Context: an optimization exercise on an open-source flow, tuned for small area, a short achievable clock period and few clock cycles per item. The choices shown serve that exercise and are no tape-out recipe. Only simulation tests tie the RTL to the original design; equivalence was not proved. Power is estimated from default activity; no workload was simulated.

v48:
Design add_seq_ctrl, start of the top module:
module add_seq_ctrl
#(
    parameter int unsigned N     = add_seq_pkg::ADDSEQ_N,
    parameter int unsigned WORDS = add_seq_pkg::ADDSEQ_WORDS
) (
    input  logic             clk,
    input  logic             rst,
    input  logic             in_valid,
    output logic             in_ready,
    input  logic [N*WORDS-1:0] a,
    input  logic [N*WORDS-1:0] b,
    input  logic             cin,
    input  logic             sub,
    output logic             out_valid,
    input  logic             out_ready,
    output logic [N*WORDS-1:0] sum,
    output logic             cout
);
Size in the first run: roughly 3500 cells after synthesis, about 780 I/O pins, roughly 0.029 mm2 of cells after synthesis.
export LEC_CHECK = 0
export CAP_MARGIN = 20
export CORE_MARGIN = 2
export CORE_UTILIZATION = 40
export SLEW_MARGIN = 20
create_clock -name core_clock -period 28.0 [get_ports {clk}]
standard.sh (not shown) runs the stock make flow with config.mk's settings and CLKGATE_MAP_FILE= SYNTH_SCRIPT=/design/flow/synth_recipe.tcl, a recipe that flattens the netlist after the stock synthesis.
==> flow/flow/run.sh <==
#!/bin/bash
# The standard layout (standard.sh), with two changes to how it is made:
#  - ports are buffered with sky130_fd_sc_hd__buf_1 instead of the delay buffer
#    buffer_ports picks by default;
#  - timing repair aims for extra setup slack, so the layout runs faster than
#    the 28 ns the constraints require.
# The constraints (constraint.sdc) are the standard flow's, unchanged. Each tool's log is in
# orfs/logs; this script's own output goes to standard.log.
MARGIN=19.5
bash standard.sh finish \
  "BUFFER_PORTS_ARGS=-buffer_cell sky130_fd_sc_hd__buf_1" \
  SETUP_SLACK_MARGIN=$MARGIN  "ABC_AREA=1" "DONT_USE_CELLS= sky130_fd_sc_hd__probe_p_8 sky130_fd_sc_hd__probec_p_8 sky130_fd_sc_hd__lpflow_bleeder_1 sky130_fd_sc_hd__lpflow_clkbufkapwr_1 sky130_fd_sc_hd__lpflow_clkbufkapwr_16 sky130_fd_sc_hd__lpflow_clkbufkapwr_2 sky130_fd_sc_hd__lpflow_clkbufkapwr_4 sky130_fd_sc_hd__lpflow_clkbufkapwr_8 sky130_fd_sc_hd__lpflow_clkinvkapwr_1 sky130_fd_sc_hd__lpflow_clkinvkapwr_16 sky130_fd_sc_hd__lpflow_clkinvkapwr_2 sky130_fd_sc_hd__lpflow_clkinvkapwr_4 sky130_fd_sc_hd__lpflow_clkinvkapwr_8 sky130_fd_sc_hd__lpflow_decapkapwr_12 sky130_fd_sc_hd__lpflow_decapkapwr_3 sky130_fd_sc_hd__lpflow_decapkapwr_4 sky130_fd_sc_hd__lpflow_decapkapwr_6 sky130_fd_sc_hd__lpflow_decapkapwr_8 sky130_fd_sc_hd__lpflow_inputiso0n_1 sky130_fd_sc_hd__lpflow_inputiso0p_1 sky130_fd_sc_hd__lpflow_inputiso1n_1 sky130_fd_sc_hd__lpflow_inputiso1p_1 sky130_fd_sc_hd__lpflow_inputisolatch_1 sky130_fd_sc_hd__lpflow_isobufsrc_1 sky130_fd_sc_hd__lpflow_isobufsrc_16 sky130_fd_sc_hd__lpflow_isobufsrc_2 sky130_fd_sc_hd__lpflow_isobufsrc_4 sky130_fd_sc_hd__lpflow_isobufsrc_8 sky130_fd_sc_hd__lpflow_isobufsrckapwr_16 sky130_fd_sc_hd__lpflow_lsbuf_lh_hl_isowell_tap_1 sky130_fd_sc_hd__lpflow_lsbuf_lh_hl_isowell_tap_2 sky130_fd_sc_hd__lpflow_lsbuf_lh_hl_isowell_tap_4 sky130_fd_sc_hd__lpflow_lsbuf_lh_isowell_4 sky130_fd_sc_hd__lpflow_lsbuf_lh_isowell_tap_1 sky130_fd_sc_hd__lpflow_lsbuf_lh_isowell_tap_2 sky130_fd_sc_hd__lpflow_lsbuf_lh_isowell_tap_4  sky130_fd_sc_hd__fa_1 sky130_fd_sc_hd__fa_2 sky130_fd_sc_hd__fa_4" "CORE_UTILIZATION=60" "CTS_CLUSTER_SIZE=24" "CTS_CLUSTER_DIAMETER=90" > standard.log 2>&1
Testbench counts of v48, summed over its fixed seeds: cycles 1,288, items 1,280.
Relative to v48, the following input files were edited for v16:
diff --git a/flow/flow/run.sh b/flow/flow/run.sh
--- a/flow/flow/run.sh
+++ b/flow/flow/run.sh
@@ -8,3 +8,3 @@
 # orfs/logs; this script's own output goes to standard.log.
-MARGIN=19.5
+MARGIN=18.5
 bash standard.sh finish \
==> run notes <==
The higher detailed-route wire length per cell came out of v48. Going from v48 to v16, the cell area was found to have gone down by 0.0020 mm2. Compared with v48, v16 shows a lower pin count of the biggest net entering global routing. As far as count of placed standard cells including taps is concerned, v48 and v16 perform about the same. In v16, portion of the layout cell area used by non-clock buffers is lower than in v48. v16 completed; timing, DRC and antenna clean.
## Diff of input files: v53 against v16
diff --git a/flow/flow/run.sh b/flow/flow/run.sh
--- a/flow/flow/run.sh
+++ b/flow/flow/run.sh
@@ -8,3 +8,3 @@
 # orfs/logs; this script's own output goes to standard.log.
-MARGIN=18.5
+MARGIN=19
 bash standard.sh finish \
Findings:
- v53 was carried through to the last stage, and its layout satisfied the timing, design-rule and antenna checks.
- v16 finished every stage and its layout cleared the timing, design-rule and antenna checks.
- Compared with v16, v53 ends up with more cell area.
- Maximum fanout encountered on the critical timing path: v53 vs v16 down about 40%
- On fraction of the core area covered by cells at the end of the flow: between v53 and v16, it ends up higher for v53.
- v53 vs v16 — post-place setup slack dropped 0.34 ns.
- Summary of v53 over v16: via count climbed 267, worst setup slack rose by 0.34 ns, total power rose by 0.039 mW.

* * *

Starting RTL as in the previous note.
Settings: LEC_CHECK=0, CAP_MARGIN=20, CORE_MARGIN=2, CORE_UTILIZATION=40, SLEW_MARGIN=20; clock period 28.0 ns.
==> flow/flow/run.sh <==
#!/bin/bash
# Layout flow: the standard ORFS flow (standard.sh, which runs the standard
# synthesis), with these changes to how the layout is made. The constraints
# (constraint.sdc: clock period, I/O delays, loads) are the standard flow's, unchanged.
#  - ABC_AREA=1 and the full-adder cells left out of synthesis (DONT_USE_CELLS
#    is the platform's list plus fa_1/2/4): the slow fa cells no longer sit on
#    the carry paths; registers are unaffected.
#  - Ports are buffered with buf_1 rather than the delay buffer buffer_ports
#    picks by default (every port still gets its own buffer).
#  - After global placement, the wide sub net gets a two-level buffer tree
#    placed near its loads (flow/pre_resize.tcl, flow/fanout_tree.tcl).
#  - Timing repair aims for SETUP_SLACK_MARGIN ns of extra setup slack.
#  - 60% core utilisation; CTS clusters of up to 24 sinks within 90 um.
# ORFS keeps each tool's full log in orfs/logs/; this script's output goes to
# standard.log.
MARGIN=19.3
bash standard.sh finish \
  "BUFFER_PORTS_ARGS=-buffer_cell sky130_fd_sc_hd__buf_1" \
  SETUP_SLACK_MARGIN=$MARGIN \
  PRE_RESIZE_TCL=$PWD/flow/pre_resize.tcl \
  ABC_AREA=1 \
  "DONT_USE_CELLS= sky130_fd_sc_hd__probe_p_8 sky130_fd_sc_hd__probec_p_8 sky130_fd_sc_hd__lpflow_bleeder_1 sky130_fd_sc_hd__lpflow_clkbufkapwr_1 sky130_fd_sc_hd__lpflow_clkbufkapwr_16 sky130_fd_sc_hd__lpflow_clkbufkapwr_2 sky130_fd_sc_hd__lpflow_clkbufkapwr_4 sky130_fd_sc_hd__lpflow_clkbufkapwr_8 sky130_fd_sc_hd__lpflow_clkinvkapwr_1 sky130_fd_sc_hd__lpflow_clkinvkapwr_16 sky130_fd_sc_hd__lpflow_clkinvkapwr_2 sky130_fd_sc_hd__lpflow_clkinvkapwr_4 sky130_fd_sc_hd__lpflow_clkinvkapwr_8 sky130_fd_sc_hd__lpflow_decapkapwr_12 sky130_fd_sc_hd__lpflow_decapkapwr_3 sky130_fd_sc_hd__lpflow_decapkapwr_4 sky130_fd_sc_hd__lpflow_decapkapwr_6 sky130_fd_sc_hd__lpflow_decapkapwr_8 sky130_fd_sc_hd__lpflow_inputiso0n_1 sky130_fd_sc_hd__lpflow_inputiso0p_1 sky130_fd_sc_hd__lpflow_inputiso1n_1 sky130_fd_sc_hd__lpflow_inputiso1p_1 sky130_fd_sc_hd__lpflow_inputisolatch_1 sky130_fd_sc_hd__lpflow_isobufsrc_1 sky130_fd_sc_hd__lpflow_isobufsrc_16 sky130_fd_sc_hd__lpflow_isobufsrc_2 sky130_fd_sc_hd__lpflow_isobufsrc_4 sky130_fd_sc_hd__lpflow_isobufsrc_8 sky130_fd_sc_hd__lpflow_isobufsrckapwr_16 sky130_fd_sc_hd__lpflow_lsbuf_lh_hl_isowell_tap_1 sky130_fd_sc_hd__lpflow_lsbuf_lh_hl_isowell_tap_2 sky130_fd_sc_hd__lpflow_lsbuf_lh_hl_isowell_tap_4 sky130_fd_sc_hd__lpflow_lsbuf_lh_isowell_4 sky130_fd_sc_hd__lpflow_lsbuf_lh_isowell_tap_1 sky130_fd_sc_hd__lpflow_lsbuf_lh_isowell_tap_2 sky130_fd_sc_hd__lpflow_lsbuf_lh_isowell_tap_4  sky130_fd_sc_hd__fa_1 sky130_fd_sc_hd__fa_2 sky130_fd_sc_hd__fa_4" \
  CORE_UTILIZATION=60 CTS_CLUSTER_SIZE=24 CTS_CLUSTER_DIAMETER=90 \
  > standard.log 2>&1
Other scripts of this flow, unchanged in this note and not shown: flow/flow/fanout_tree.tcl, flow/flow/pre_resize.tcl
Testbench counts at the start, summed over its fixed seeds: cycles 1,288, items 1,280.
Edit:
--- a/flow/flow/run.sh
+++ b/flow/flow/run.sh
@@ -16 +16 @@
-MARGIN=19.3
+MARGIN=19.5
After rerunning:
- The new run ran to the end with no violations
- worst setup slack gets better by 0.17 ns
- final area went up by about 2.6%
- clock-buffer cell count went up by 2
- combinational power went up by 4.6%
- via count went up by about 1.8%
- final cell count went up by about 0.45%
- sequential share of layout area went down by 0.95 points
- wire length went up by about 3.4%

* * *

## indigo
add_seq_ctrl again, from the RTL that the note above started with.
// add_seq_ctrl
module add_seq_ctrl
#(
    parameter int unsigned N     = add_seq_pkg::ADDSEQ_N,
    parameter int unsigned WORDS = add_seq_pkg::ADDSEQ_WORDS
) (
    input  logic             clk,
    input  logic             rst,
    input  logic             in_valid,
    output logic             in_ready,
    input  logic [N*WORDS-1:0] a,
    input  logic [N*WORDS-1:0] b,
    input  logic             cin,
    input  logic             sub,
    output logic             out_valid,
    input  logic             out_ready,
    output logic [N*WORDS-1:0] sum,
    output logic             cout
);
==> flow/config.mk <==
export PLATFORM = sky130hd
export DESIGN_NAME = add_seq_ctrl
export DESIGN_NICKNAME = add_seq_ctrl
export VERILOG_FILES = /design/flow/design.v
export SDC_FILE = /design/flow/constraint.sdc
export NUM_CORES = 4
export LEC_CHECK = 0
export CAP_MARGIN = 20
export CORE_MARGIN = 2
export CORE_UTILIZATION = 40
export SLEW_MARGIN = 20
==> flow/constraint.sdc <==
create_clock -name core_clock -period 28.0 [get_ports {clk}]
set_input_delay 5.6000 -clock core_clock [delete_from_list [all_inputs] [get_ports {clk}]]
set_output_delay 5.6000 -clock core_clock [all_outputs]
set_load 0.01 [all_outputs]
==> flow/flow/run.sh <==
#!/bin/bash
# The standard layout (standard.sh) with changes to how it is made; the
# constraints (constraint.sdc) are the standard flow's, unchanged. ORFS keeps each tool's
# log in orfs/logs; this script's own output goes to standard.log.
MARGIN=20
bash standard.sh finish \
  "BUFFER_PORTS_ARGS=-buffer_cell sky130_fd_sc_hd__buf_1" \
  SETUP_SLACK_MARGIN=$MARGIN \
  PRE_RESIZE_TCL=$PWD/flow/pre_resize.tcl  "ABC_AREA=1" "DONT_USE_CELLS= sky130_fd_sc_hd__probe_p_8 sky130_fd_sc_hd__probec_p_8 sky130_fd_sc_hd__lpflow_bleeder_1 sky130_fd_sc_hd__lpflow_clkbufkapwr_1 sky130_fd_sc_hd__lpflow_clkbufkapwr_16 sky130_fd_sc_hd__lpflow_clkbufkapwr_2 sky130_fd_sc_hd__lpflow_clkbufkapwr_4 sky130_fd_sc_hd__lpflow_clkbufkapwr_8 sky130_fd_sc_hd__lpflow_clkinvkapwr_1 sky130_fd_sc_hd__lpflow_clkinvkapwr_16 sky130_fd_sc_hd__lpflow_clkinvkapwr_2 sky130_fd_sc_hd__lpflow_clkinvkapwr_4 sky130_fd_sc_hd__lpflow_clkinvkapwr_8 sky130_fd_sc_hd__lpflow_decapkapwr_12 sky130_fd_sc_hd__lpflow_decapkapwr_3 sky130_fd_sc_hd__lpflow_decapkapwr_4 sky130_fd_sc_hd__lpflow_decapkapwr_6 sky130_fd_sc_hd__lpflow_decapkapwr_8 sky130_fd_sc_hd__lpflow_inputiso0n_1 sky130_fd_sc_hd__lpflow_inputiso0p_1 sky130_fd_sc_hd__lpflow_inputiso1n_1 sky130_fd_sc_hd__lpflow_inputiso1p_1 sky130_fd_sc_hd__lpflow_inputisolatch_1 sky130_fd_sc_hd__lpflow_isobufsrc_1 sky130_fd_sc_hd__lpflow_isobufsrc_16 sky130_fd_sc_hd__lpflow_isobufsrc_2 sky130_fd_sc_hd__lpflow_isobufsrc_4 sky130_fd_sc_hd__lpflow_isobufsrc_8 sky130_fd_sc_hd__lpflow_isobufsrckapwr_16 sky130_fd_sc_hd__lpflow_lsbuf_lh_hl_isowell_tap_1 sky130_fd_sc_hd__lpflow_lsbuf_lh_hl_isowell_tap_2 sky130_fd_sc_hd__lpflow_lsbuf_lh_hl_isowell_tap_4 sky130_fd_sc_hd__lpflow_lsbuf_lh_isowell_4 sky130_fd_sc_hd__lpflow_lsbuf_lh_isowell_tap_1 sky130_fd_sc_hd__lpflow_lsbuf_lh_isowell_tap_2 sky130_fd_sc_hd__lpflow_lsbuf_lh_isowell_tap_4  sky130_fd_sc_hd__fa_1 sky130_fd_sc_hd__fa_2 sky130_fd_sc_hd__fa_4" "CORE_UTILIZATION=60" "CTS_CLUSTER_SIZE=24" "CTS_CLUSTER_DIAMETER=90" > standard.log 2>&1
==> flow/flow/pre_resize.tcl <==
# Sourced by ORFS after global placement, before repair_design (PRE_RESIZE_TCL).
source [file join [file dirname [info script]] fanout_tree.tcl]
build_port_tree sub sky130_fd_sc_hd__buf_4 16
Other scripts of this flow, unchanged in this note and not shown: flow/flow/fanout_tree.tcl
indigo: no failed stages, no open violations at the end
Testbench counts of indigo, summed over its fixed seeds: cycles 1,288, items 1,280.
Inputs modified between indigo and umber:
-- flow/flow/run.sh --
<<< indigo, line 5
MARGIN=20
>>> umber, line 5
MARGIN=19.7
### Flow results
- Looking at via count normalized by instance count, umber sits about 3.5% lower than indigo does.
- umber — final worst-path cycle share 0.20 points higher, indigo as reference
- indigo has a higher switching portion of total power than umber.
- As far as worst hold-check slack is concerned, indigo and umber perform about the same.
- indigo → umber: reg-to-reg setup timing slack fell by 280 ps, fraction of area in multi-input gates fell by 1.4 points.
Input changes introduced in fjord (baseline for comparison: umber):
-- flow/flow/run.sh --
<<< umber, line 5
MARGIN=19.7
>>> fjord, line 5
MARGIN=19.5
-- flow/flow/pre_resize.tcl --
<<< umber, line 3
build_port_tree sub sky130_fd_sc_hd__buf_4 16
>>> fjord, line 3
build_port_tree sub sky130_fd_sc_hd__buf_2 8
==> comparison <==
Compared with umber, fjord shows worst hold slack lower by 4.8 ps. Overall power went down by a few percent going from umber to fjord. Of fjord and umber, the run reporting the lower share of final-layout standard cells stronger than drive strength 1 was fjord. Global-route wire length before repair in fjord is 0.42% below umber. Relative to umber, share of the final layout cell area in multi-input gates has decreased by 0.88 points in fjord. [fjord] design area fell 5.5% relative to umber. Route | fjord vs umber | wire shorter in fjord. Required time of the worst setup path essentially unchanged between fjord and umber. Note that the filler cell count in the final layout recorded for umber amounts to 0.934 times the value seen in fjord. Of fjord and umber, umber shows the higher shortest clock period the worst path allows after layout, with fjord below it.
diff inputs: fjord => onyx
-- flow/flow/run.sh --
<<< fjord, line 5
MARGIN=19.5
>>> onyx, line 5
MARGIN=19
-- flow/flow/pre_resize.tcl --
<<< fjord, line 3
build_port_tree sub sky130_fd_sc_hd__buf_2 8
>>> onyx, line 3
build_port_tree sub sky130_fd_sc_hd__buf_4 16
==> run notes <==
- Every stage of the flow completed for onyx, and the final layout passed the timing, design-rule and antenna checks.
- onyx vs fjord, first-pass GRT wire length went down by 1.7%.
- Going from fjord to onyx, via count shrinks by 356.
- The core utilization number comes out lower for onyx vs fjord.
- Final cell area: onyx below fjord
- The setup slack of the critical path after layout number comes out lower for onyx vs fjord.
- On total of plain and repair buffers excluding clock buffers: between onyx and fjord, it ends up higher for fjord.
- The multi-input combinational cell area of onyx is lower than that of fjord.
- Taking fjord as the reference, in onyx wire length on met1 now sits lower; post-cts repair resize count now sits lower.
### onyx -> harbor
-- flow/flow/run.sh --
<<< onyx, line 5
MARGIN=19
>>> harbor, line 5
MARGIN=19.5
==> run notes <==
Cell-internal power: harbor vs onyx — no meaningful difference
Any difference in multi-input gate count between harbor and onyx is small enough to ignore.
Re non-clock buffer area fraction after layout: harbor and onyx aren't equal, and the higher value belongs to harbor.
harbor has count of cell instances traversed by the critical path below what onyx had.
Compared with onyx, harbor has extra setup slack.
harbor and onyx ended up with roughly the same sequential share of power.
onyx was smaller in final cell area than harbor.
onyx consumes less power than harbor.
[harbor] sequential share of layout area fell 1.1 points relative to onyx

-- static timing again, ports no longer ideal --
The results above use ideal ports. As a check the final layouts listed here were re-extracted and re-timed, cells and wires unchanged. Step 1 (the two cells are an assumption about what drives the block):
set clk [get_ports {clk}]
set_driving_cell -lib_cell sky130_fd_sc_hd__clkbuf_16 $clk
set_driving_cell -lib_cell sky130_fd_sc_hd__buf_2 [delete_from_list [all_inputs] $clk]
Step 2 moves the port delays by t, midway between the first and last clock arrival at a register: inputs arrive t later, outputs are due t later. That takes back most of the time a late clock gives input paths. a / b / c = no drivers / after step 1 / after step 2; a / b = the first two.
| run | t (ns) | setup slack, ns | hold WS [ns] | latest minus earliest clock arrival (ns) | worst register clock-pin slew, ns |
|---|---|---|---|---|---|
| v48 | 0.638 | 19.452 / 19.349 / 18.711 | 0.453 / 0.453 / 0.453 | 0.026 / 0.026 | 0.10 / 0.10 |
| v16 | 0.648 | 18.907 / 18.895 / 18.247 | 0.453 / 0.453 / 0.453 | 0.023 / 0.022 | 0.10 / 0.10 |
| v53 | 0.646 | 19.249 / 19.113 / 18.467 | 0.456 / 0.456 / 0.456 | 0.026 / 0.026 | 0.10 / 0.10 |
| the first run of note 2 | 0.669 | 19.472 / 19.388 / 18.718 | 0.454 / 0.454 / 0.454 | 0.033 / 0.033 | 0.10 / 0.10 |
| the second run of note 2 | 0.649 | 19.644 / 19.438 / 18.790 | 0.452 / 0.452 / 0.452 | 0.035 / 0.035 | 0.10 / 0.10 |
| indigo | 0.680 | 19.578 / 19.334 / 18.654 | 0.453 / 0.453 / 0.453 | 0.022 / 0.022 | 0.10 / 0.10 |
| umber | 0.657 | 19.523 / 19.335 / 18.678 | 0.453 / 0.453 / 0.453 | 0.024 / 0.024 | 0.10 / 0.10 |
| fjord | 0.648 | 19.625 / 19.350 / 18.702 | 0.448 / 0.448 / 0.448 | 0.024 / 0.024 | 0.10 / 0.10 |
| onyx | 0.661 | 19.271 / 19.269 / 18.608 | 0.456 / 0.456 / 0.456 | 0.030 / 0.030 | 0.10 / 0.10 |
| harbor | 0.649 | 19.644 / 19.438 / 18.790 | 0.452 / 0.452 / 0.452 | 0.035 / 0.035 | 0.10 / 0.10 |
After both steps setup and hold are still met in every run listed. For indigo, which loses most, drivers alone change the setup slack by -0.244 ns; drivers and shift together by -0.924 ns.
